From an optimization exercise on the open Yosys and OpenROAD flow, aimed at small area and a short achievable clock period; shortcuts taken in it are not production practice.
Only simulation tests tie the RTL to the original design; equivalence was not proved.
Power is estimated from default activity; no workload was simulated.

[flow/config.mk]
export PLATFORM = sky130hd
export DESIGN_NAME = wb_regfile_top
export DESIGN_NICKNAME = wb_regfile_top
export VERILOG_FILES = /design/flow/design.v
export SDC_FILE = /design/flow/constraint.sdc
export NUM_CORES = 4
export LEC_CHECK = 0
export CAP_MARGIN = 20
export CORE_MARGIN = 2
export CORE_UTILIZATION = 40
export SLEW_MARGIN = 20
[flow/design.v]
`timescale 1ns/100ps
package wb_pkg;
  localparam logic [1:0] size_byte  = 2'd0;
  localparam logic [1:0] size_word  = 2'd1;
  localparam logic [1:0] size_dword = 2'd2;
  localparam int unsigned cf_bit = 0;
  localparam int unsigned pf_bit = 2;
  localparam int unsigned af_bit = 4;
  localparam int unsigned zf_bit = 6;
  localparam int unsigned sf_bit = 7;
  localparam int unsigned df_bit = 10;
  localparam int unsigned of_bit = 11;
  localparam logic [31:0] flags_write_mask = (32'd1 << cf_bit) |
                                             (32'd1 << pf_bit) |
                                             (32'd1 << af_bit) |
                                             (32'd1 << zf_bit) |
                                             (32'd1 << sf_bit) |
                                             (32'd1 << df_bit) |
                                             (32'd1 << of_bit);
  typedef union packed {
    logic [31:0] raw;
    struct packed {
      logic [19:0] rsvd_hi;
      logic        of;
      logic        df;
      logic [1:0]  rsvd_9_8;
      logic        sf;
      logic        zf;
      logic        rsvd_5;
      logic        af;
      logic        rsvd_3;
      logic        pf;
      logic        rsvd_1;
      logic        cf;
    } named;
  } eflags_u;
endpackage
`timescale 1ns/100ps
module cmps_repne_unit
(
  input  logic        clk,
  input  logic        rst,
  input  logic        v,
  input  logic        is_cmps_first,
  input  logic        is_cmps_second,
  input  logic        is_repne_first,
  input  logic        ld_count,
  input  logic        dir_flag,
  input  logic        zero_flag,
  input  logic [1:0]  datasize,
  input  logic [31:0] pointer,
  input  logic [31:0] count,
  output logic [31:0] next_pointer,
  output logic [31:0] first_pointer,
  output logic [31:0] next_count,
  output logic        repne_done
);
  logic [31:0] step;
  logic [31:0] count_q;
  logic [31:0] count_base;
  always_comb begin
    case (datasize)
      wb_pkg::size_byte: step = 32'd1;
      wb_pkg::size_word: step = 32'd2;
      default:   step = 32'd4;
    endcase
  end
  assign next_pointer = dir_flag ? (pointer - step) : (pointer + step);
  always_ff @(posedge clk) begin
    if (rst) begin
      first_pointer <= '0;
    end else if (v && is_cmps_first) begin
      first_pointer <= next_pointer;
    end
  end
  assign count_base = is_repne_first ? count : count_q;
  assign next_count = count_base - 32'd1;
  always_ff @(posedge clk) begin
    if (rst) begin
      count_q <= '0;
    end else if (v && ld_count) begin
      count_q <= next_count;
    end
  end
  assign repne_done = v && is_cmps_second && (zero_flag || (next_count == 32'd0));
endmodule
`timescale 1ns/100ps
module writeback_stage
#(
  parameter int ADDR_W = 3
) (
  input  logic              clk,
  input  logic              rst,
  input  logic              wb_v,
  input  logic              ld_gpr1,
  input  logic              ld_gpr2,
  input  logic              ld_gpr3,
  input  logic              dcache_write,
  input  logic              ld_flags,
  input  logic [31:0]       flags_affected,
  input  logic [31:0]       new_flags,
  input  logic              is_cmps_first,
  input  logic              is_cmps_second,
  input  logic              is_repne_first,
  input  logic [1:0]        datasize,
  input  logic [31:0]       alu_result,
  input  logic [31:0]       cmps_pointer,
  input  logic [31:0]       count,
  input  logic [31:0]       address,
  input  logic [ADDR_W-1:0] dr1,
  input  logic [ADDR_W-1:0] dr2,
  input  logic [ADDR_W-1:0] dr3,
  output logic              we1,
  output logic              we2,
  output logic              we3,
  output logic [ADDR_W-1:0] wa1,
  output logic [ADDR_W-1:0] wa2,
  output logic [ADDR_W-1:0] wa3,
  output logic [31:0]       wd1,
  output logic [31:0]       wd2,
  output logic [31:0]       wd3,
  output logic [31:0]       flags,
  output logic              dcache_we,
  output logic [31:0]       dcache_data,
  output logic [31:0]       dcache_addr,
  output logic [1:0]        dcache_size,
  output logic              repne_done
);
  logic [31:0] next_pointer;
  logic [31:0] first_pointer;
  logic [31:0] next_count;
  logic [31:0] flag_mask;
  wb_pkg::eflags_u     flags_q;
  cmps_repne_unit cmps_repne_unit_i (
    .clk            (clk),
    .rst            (rst),
    .v              (wb_v),
    .is_cmps_first  (is_cmps_first),
    .is_cmps_second (is_cmps_second),
    .is_repne_first (is_repne_first),
    .ld_count       (ld_gpr3),
    .dir_flag       (flags_q.named.df),
    .zero_flag      (flags_q.named.zf),
    .datasize       (datasize),
    .pointer        (cmps_pointer),
    .count          (count),
    .next_pointer   (next_pointer),
    .first_pointer  (first_pointer),
    .next_count     (next_count),
    .repne_done     (repne_done)
  );
  assign we1 = wb_v && ld_gpr1;
  assign we2 = wb_v && ld_gpr2;
  assign we3 = wb_v && ld_gpr3;
  assign wa1 = dr1;
  assign wa2 = dr2;
  assign wa3 = dr3;
  assign wd1 = is_cmps_first ? first_pointer : alu_result;
  assign wd2 = next_pointer;
  assign wd3 = next_count;
  assign dcache_we   = wb_v && dcache_write;
  assign dcache_data = wd1;
  assign dcache_addr = address;
  assign dcache_size = datasize;
  assign flag_mask = flags_affected & wb_pkg::flags_write_mask;
  assign flags     = flags_q.raw;
  always_ff @(posedge clk) begin
    if (rst) begin
      flags_q.raw <= '0;
    end else if (wb_v && ld_flags) begin
      flags_q.raw <= (flags_q.raw & ~flag_mask) | (new_flags & flag_mask);
    end
  end
endmodule
`timescale 1ns/100ps
module gpr_slice
#(
  parameter int IDX    = 0,
  parameter int ADDR_W = 3
) (
  input  logic              clk,
  input  logic              rst,
  input  logic              we1,
  input  logic              we2,
  input  logic              we3,
  input  logic [ADDR_W-1:0] wa1,
  input  logic [ADDR_W-1:0] wa2,
  input  logic [ADDR_W-1:0] wa3,
  input  logic [31:0]       wd1,
  input  logic [31:0]       wd2,
  input  logic [31:0]       wd3,
  input  logic [1:0]        datasize,
  output logic [31:0]       q
);
  localparam logic [ADDR_W-1:0] MY_ADDR = ADDR_W'(IDX);
  logic        hit1;
  logic        hit2;
  logic        hit3;
  logic [31:0] merged1;
  assign hit1 = we1 && (wa1 == MY_ADDR);
  assign hit2 = we2 && (wa2 == MY_ADDR);
  assign hit3 = we3 && (wa3 == MY_ADDR);
  always_comb begin
    case (datasize)
      wb_pkg::size_byte: merged1 = {q[31:8], wd1[7:0]};
      wb_pkg::size_word: merged1 = {q[31:16], wd1[15:0]};
      default:   merged1 = wd1;
    endcase
  end
  always_ff @(posedge clk) begin
    if (rst) begin
      q <= '0;
    end else if (hit3) begin
      q <= wd3;
    end else if (hit2) begin
      q <= wd2;
    end else if (hit1) begin
      q <= merged1;
    end
  end
endmodule
`timescale 1ns/100ps
module gpr_read_port #(
  parameter int ADDR_W = 3
) (
  input  logic [2**ADDR_W-1:0][31:0] reg_q,
  input  logic [ADDR_W-1:0]          rd_addr_a,
  input  logic [ADDR_W-1:0]          rd_addr_b,
  output logic [31:0]                rd_data_a,
  output logic [31:0]                rd_data_b
);
  localparam int NREG = 2**ADDR_W;
  always_comb begin
    rd_data_a = '0;
    rd_data_b = '0;
    for (int i = 0; i < NREG; i++) begin
      if (rd_addr_a == ADDR_W'(i)) begin
        rd_data_a = reg_q[i];
      end
      if (rd_addr_b == ADDR_W'(i)) begin
        rd_data_b = reg_q[i];
      end
    end
  end
endmodule
`timescale 1ns/100ps
module wb_regfile_top #(
  parameter int ADDR_W = 3
) (
  input  logic              clk,
  input  logic              rst,
  input  logic              wb_v,
  input  logic              ld_gpr1,
  input  logic              ld_gpr2,
  input  logic              ld_gpr3,
  input  logic              dcache_write,
  input  logic              ld_flags,
  input  logic [31:0]       flags_affected,
  input  logic [31:0]       new_flags,
  input  logic              is_cmps_first,
  input  logic              is_cmps_second,
  input  logic              is_repne_first,
  input  logic [1:0]        datasize,
  input  logic [31:0]       alu_result,
  input  logic [31:0]       cmps_pointer,
  input  logic [31:0]       count,
  input  logic [31:0]       address,
  input  logic [ADDR_W-1:0] dr1,
  input  logic [ADDR_W-1:0] dr2,
  input  logic [ADDR_W-1:0] dr3,
  input  logic [ADDR_W-1:0] rd_addr_a,
  input  logic [ADDR_W-1:0] rd_addr_b,
  output logic [31:0]       rd_data_a,
  output logic [31:0]       rd_data_b,
  output logic [31:0]       flags,
  output logic              dcache_we,
  output logic [31:0]       dcache_data,
  output logic [31:0]       dcache_addr,
  output logic [1:0]        dcache_size,
  output logic              repne_done
);
  localparam int NREG = 2**ADDR_W;
  logic                   we1;
  logic                   we2;
  logic                   we3;
  logic [ADDR_W-1:0]      wa1;
  logic [ADDR_W-1:0]      wa2;
  logic [ADDR_W-1:0]      wa3;
  logic [31:0]            wd1;
  logic [31:0]            wd2;
  logic [31:0]            wd3;
  logic [NREG-1:0][31:0]  reg_q;
  writeback_stage #(
    .ADDR_W(ADDR_W)
  ) writeback_stage_i (
    .clk            (clk),
    .rst            (rst),
    .wb_v           (wb_v),
    .ld_gpr1        (ld_gpr1),
    .ld_gpr2        (ld_gpr2),
    .ld_gpr3        (ld_gpr3),
    .dcache_write   (dcache_write),
    .ld_flags       (ld_flags),
    .flags_affected (flags_affected),
    .new_flags      (new_flags),
    .is_cmps_first  (is_cmps_first),
    .is_cmps_second (is_cmps_second),
    .is_repne_first (is_repne_first),
    .datasize       (datasize),
    .alu_result     (alu_result),
    .cmps_pointer   (cmps_pointer),
    .count          (count),
    .address        (address),
    .dr1            (dr1),
    .dr2            (dr2),
    .dr3            (dr3),
    .we1            (we1),
    .we2            (we2),
    .we3            (we3),
    .wa1            (wa1),
    .wa2            (wa2),
    .wa3            (wa3),
    .wd1            (wd1),
    .wd2            (wd2),
    .wd3            (wd3),
    .flags          (flags),
    .dcache_we      (dcache_we),
    .dcache_data    (dcache_data),
    .dcache_addr    (dcache_addr),
    .dcache_size    (dcache_size),
    .repne_done     (repne_done)
  );
  for (genvar i = 0; i < NREG; i++) begin : g_gpr
    gpr_slice #(
      .IDX    (i),
      .ADDR_W (ADDR_W)
    ) gpr_slice_i (
      .clk      (clk),
      .rst      (rst),
      .we1      (we1),
      .we2      (we2),
      .we3      (we3),
      .wa1      (wa1),
      .wa2      (wa2),
      .wa3      (wa3),
      .wd1      (wd1),
      .wd2      (wd2),
      .wd3      (wd3),
      .datasize (datasize),
      .q        (reg_q[i])
    );
  end
  gpr_read_port #(
    .ADDR_W(ADDR_W)
  ) gpr_read_port_i (
    .reg_q     (reg_q),
    .rd_addr_a (rd_addr_a),
    .rd_addr_b (rd_addr_b),
    .rd_data_a (rd_data_a),
    .rd_data_b (rd_data_b)
  );
endmodule
[flow/constraint.sdc]
create_clock -name core_clock -period 5.5 [get_ports {clk}]
set_input_delay 1.1000 -clock core_clock [delete_from_list [all_inputs] [get_ports {clk}]]
set_output_delay 1.1000 -clock core_clock [all_outputs]
set_load 0.01 [all_outputs]
[flow/run.sh]
#!/bin/bash
# synth_recipe.tcl (not shown) runs the flow's synth.tcl, then flattens the netlist and writes it again
# the make line also repeats each setting of config.mk as NAME=value (left out here)
make -C /OpenROAD-flow-scripts/flow DESIGN_CONFIG=/design/flow/config.mk WORK_HOME=/design/flow/orfs CLKGATE_MAP_FILE= SYNTH_SCRIPT=/design/flow/synth_recipe.tcl finish
==> run notes <==
vias per inst 6.57; number of CTS-inserted buffers 42; static leakage 10.9 nW; Final Hold Viols 0; YS warnings 11; H-tree Lvls 2; filler instances 5608; crit path kind in2out; pwr dens 253 mW/mm^2; IO Pins 384; Primary FF master, synth dfxtp_1; die width 244 um; FF+latch count, synth 327; Mapped Avg Cell Area 7.51 um^2; # diodes 0; total power 0.00727 W; Synth Instances 3075; Max-Cap Viols 0; RSZ-0062 raised after global routing no; Worst Tran Pin Value 1.27 ns; Unique masters post-synth 75; status complete, no violations; Iter 0 DRT Violations 3910; startpoint types input pin; num rows 88; largest net degree at the start of global routing 199; maximum fanout along the worst path 12; synth-to-layout area growth 24.3%; Compound-Gate Fraction of Synth Area 0.289; peak supply drop 0.000182 V; clock root buffer clkbuf_16; clock skew 0.0269 ns; crit share post-route 0.980; Final Max Tran Viols 0; sequential fraction of the synthesis area 0.284; ANT nets after route 0; worst rel slew slack 0.153; first-pass GRT wire length 169 mm; Post-Synth Simple-Gate Area 0.210; Peak Freq 0.186 GHz; Routed WL 117 mm; Initial Utilization 0.402; final core utilization 0.500; placed cell areas 0.0272 mm^2; Synth Area in XOR/XNOR 0.0253; ys async rst share 0; multiplexer share of the synthesized area 0.108; via count 27100; DRC viols 0; WP data required 4.40 ns; Worst Hold Class reg2reg; Routed wire per std cell 28.4 um; 1st-pass router iterations 6; DP HPWL 81.7 mm; CTS tree yes; die footprint 0.0597 mm^2; global-route usage over all layers 0.379; Final min period 5.39 ns; CTS Sinks 327; vias in the first global route 25500; synthesized area 0.0231 mm^2; Setup crit end kind primary output; Critical Path AT 4.29 ns; design area 0.0287 mm^2; # hold bufs at CTS 0; Die Span Y 244 um; gpl congestion 1.03; fin nets 3591; core area 0.0574 mm^2; Clock transition at path regs 0.06 ns; ratio of cells with drive above 1 in the final layout 0.135; total grt overflow 0; CTS max path bufs 3; worst skew pair latency 0.59 ns; Post-synth EDFFs 0; initial antenna violation count 2; largest family of logic cells by synthesized area compound AO/OA/AOI/OAI gates; Port Buf Inserts 244; adder-cell area share of the yosys netlist 0.0193; Final Setup Violations 0
-- state kept, by name (all words and copies together), names as in the netlist, named ones only --
signal and flops:
writeback_stage_i.cmps_repne_unit_i.count_q 32, writeback_stage_i.cmps_repne_unit_i.first_pointer 32, g_gpr.gpr_slice_i.q 256
-- layout make-up --
cell class | count | area [um^2] | share of cell area
multi-input cells | 2442 | 15400 | 0.536
flip-flops and latches | 327 | 6550 | 0.228
repair buffers | 483 | 4300 | 0.150
clock buffers | 60 | 1220 | 0.0425
well taps | 765 | 957 | 0.0333
clock inverters | 11 | 159 | 0.00554
inverters | 40 | 150 | 0.00523
-- layer usage --
layer  part of all wire  vias to the layer above  GRT usage
li1                   -                    11800          -
met1               0.40                    12900      0.507
met2               0.41                     2023      0.552
met3               0.14                      413      0.112
met4              0.057                        2      0.187
met5            0.00011                        -          0
-- path summary, 6_finish.rpt --
| kind | start | end | slack, ns | depth (start not counted) |
|---|---|---|---|---|
| worst min register to register | flip-flop | flip-flop | 0.45 | 2 |
| worst max register to register | flip-flop | g_gpr[6].gpr_slice_i.q[22]$_SDFFE_PP0P_ | 1.48 | 13 |
| worst max-delay path | is_repne_first | repne_done | 0.11 | 12 |
| worst min-delay path | flip-flop | flip-flop | 0.45 | 2 |
-- cell usage after synthesis (all sizes together) (3+ instances only) --
| master | n | area (um^2) |
|---|---|---|
| a211o | 18 | 158 |
| nor2b | 19 | 119 |
| o21bai | 3 | 22.5 |
| a21oi | 266 | 1330 |
| and3 | 8 | 50.1 |
| nor4 | 19 | 144 |
| o32a | 7 | 70.1 |
| mux4 | 43 | 968 |
| nor3 | 91 | 455 |
| clkbuf | 199 | 747 |
| or2 | 10 | 62.6 |
| a22o | 34 | 298 |
| a221o | 14 | 140 |
| a21o | 11 | 82.6 |
| o221ai | 38 | 333 |
| nor2 | 544 | 2040 |
| inv | 40 | 150 |
| a221oi | 49 | 429 |
| a22oi | 5 | 37.5 |
| nand4 | 4 | 25.0 |
| o211ai | 70 | 526 |
| o21a | 7 | 52.6 |
| nor4b | 5 | 56.3 |
| ha | 34 | 425 |
| or3 | 9 | 56.3 |
| xnor2 | 36 | 315 |
| a311o | 17 | 170 |
| o22ai | 49 | 307 |
| buf | 91 | 594 |
| o21ai | 149 | 746 |
| o31ai | 3 | 27.5 |
| dfxtp | 327 | 6550 |
| nand3b | 9 | 67.6 |
| mux2 | 36 | 405 |
| or4 | 4 | 30.0 |
| a2111oi | 87 | 762 |
| mux2i | 111 | 1110 |
| a211oi | 130 | 981 |
| and2 | 6 | 37.5 |
| nand2b | 15 | 101 |
| nor3b | 6 | 45.0 |
| xor2 | 28 | 268 |
| nand3 | 37 | 185 |
| nand2 | 358 | 1340 |
| o32ai | 8 | 70.1 |
-- per-stage QoR --
stage               std cells  setup TNS, ns  worst slack (ns)  hold WS (ns)
finish                   4128              0             0.110         0.448
global route             4128              0            0.0122         0.475
CTS                      4128              0          0.000156         0.451
detailed placement       4057         -0.413            -0.413         0.443
global placement         4057         -0.382            -0.382         0.441
floorplan                3099         -0.414            -0.414         0.432
-- layout by cell type, fill, tap and decap left out, drive strengths merged, types with 87 or more instances in the layout --
cell           instances
clkdlybuf4s50        225
nand2                358
a211oi               130
buf                  249
nor2                 544
o21ai                149
a21oi                266
nor3                  91
dfxtp                327
a2111oi               87
mux2i                111
-- where the power goes --
part           internal, W  switching, W  total (W)
logic             0.000692       0.00113    0.00182
registers          0.00248     0.0000889    0.00257
clock network      0.00172       0.00116    0.00288
-- cell families (layout without fill, tap and decap cells) --
kind of cell    Yosys count  after routing
compound gates          981            981
xor+xnor                 64             64
fa+ha+maj                35             35
buf+inv                 330            594
flops                   327            327
mux                     190            190
other cells               1             25
simple gates           1147           1147
-- timing repair --
item	CTS	global route
setup buffers	0	0
gates resized for setup	16	15
pin swaps	6	10
endpoints found under the setup margin	1	1
-- critical path: stages --
cell and delay, ns:
buf_6 0.14, or4_4 0.44, nor4_4 0.24, o21ai_2 0.10, or4_4 0.44, nand2b_4 0.17
xor2_2 0.19, nor4_2 0.32, nand4_1 0.17, or4b_4 0.58, o31ai_4 0.23, buf_2 0.16

[afterwards: timing with drivers on the ports]
The results above use ideal ports. As a check the final layout listed here was re-extracted and re-timed, cells and wires unchanged. Step 1 (the two cells are an assumption about what drives the block):
set clk [get_ports {clk}]
set_driving_cell -lib_cell sky130_fd_sc_hd__clkbuf_16 $clk
set_driving_cell -lib_cell sky130_fd_sc_hd__buf_2 [delete_from_list [all_inputs] $clk]
Step 2 times the ports against the registers' clock, not the clock port: input delays grow and output delays shrink by t, the midpoint of the rising clock arrivals with the driver on. Slacks: no drivers / after step 1 / after step 2; pairs: no drivers / after step 1.
t, ns: 0.641
setup slack, ns: 0.110 / 0.080 / 0.080
hold WS [ns]: 0.448 / 0.448 / 0.448
latest minus earliest clock arrival (ns): 0.027 / 0.026
slew at the worst register clock pin (ns): 0.06 / 0.06
After both steps this run still meets setup and hold. For this run, drivers alone change the setup slack by -0.030 ns; drivers and shift together by -0.030 ns.
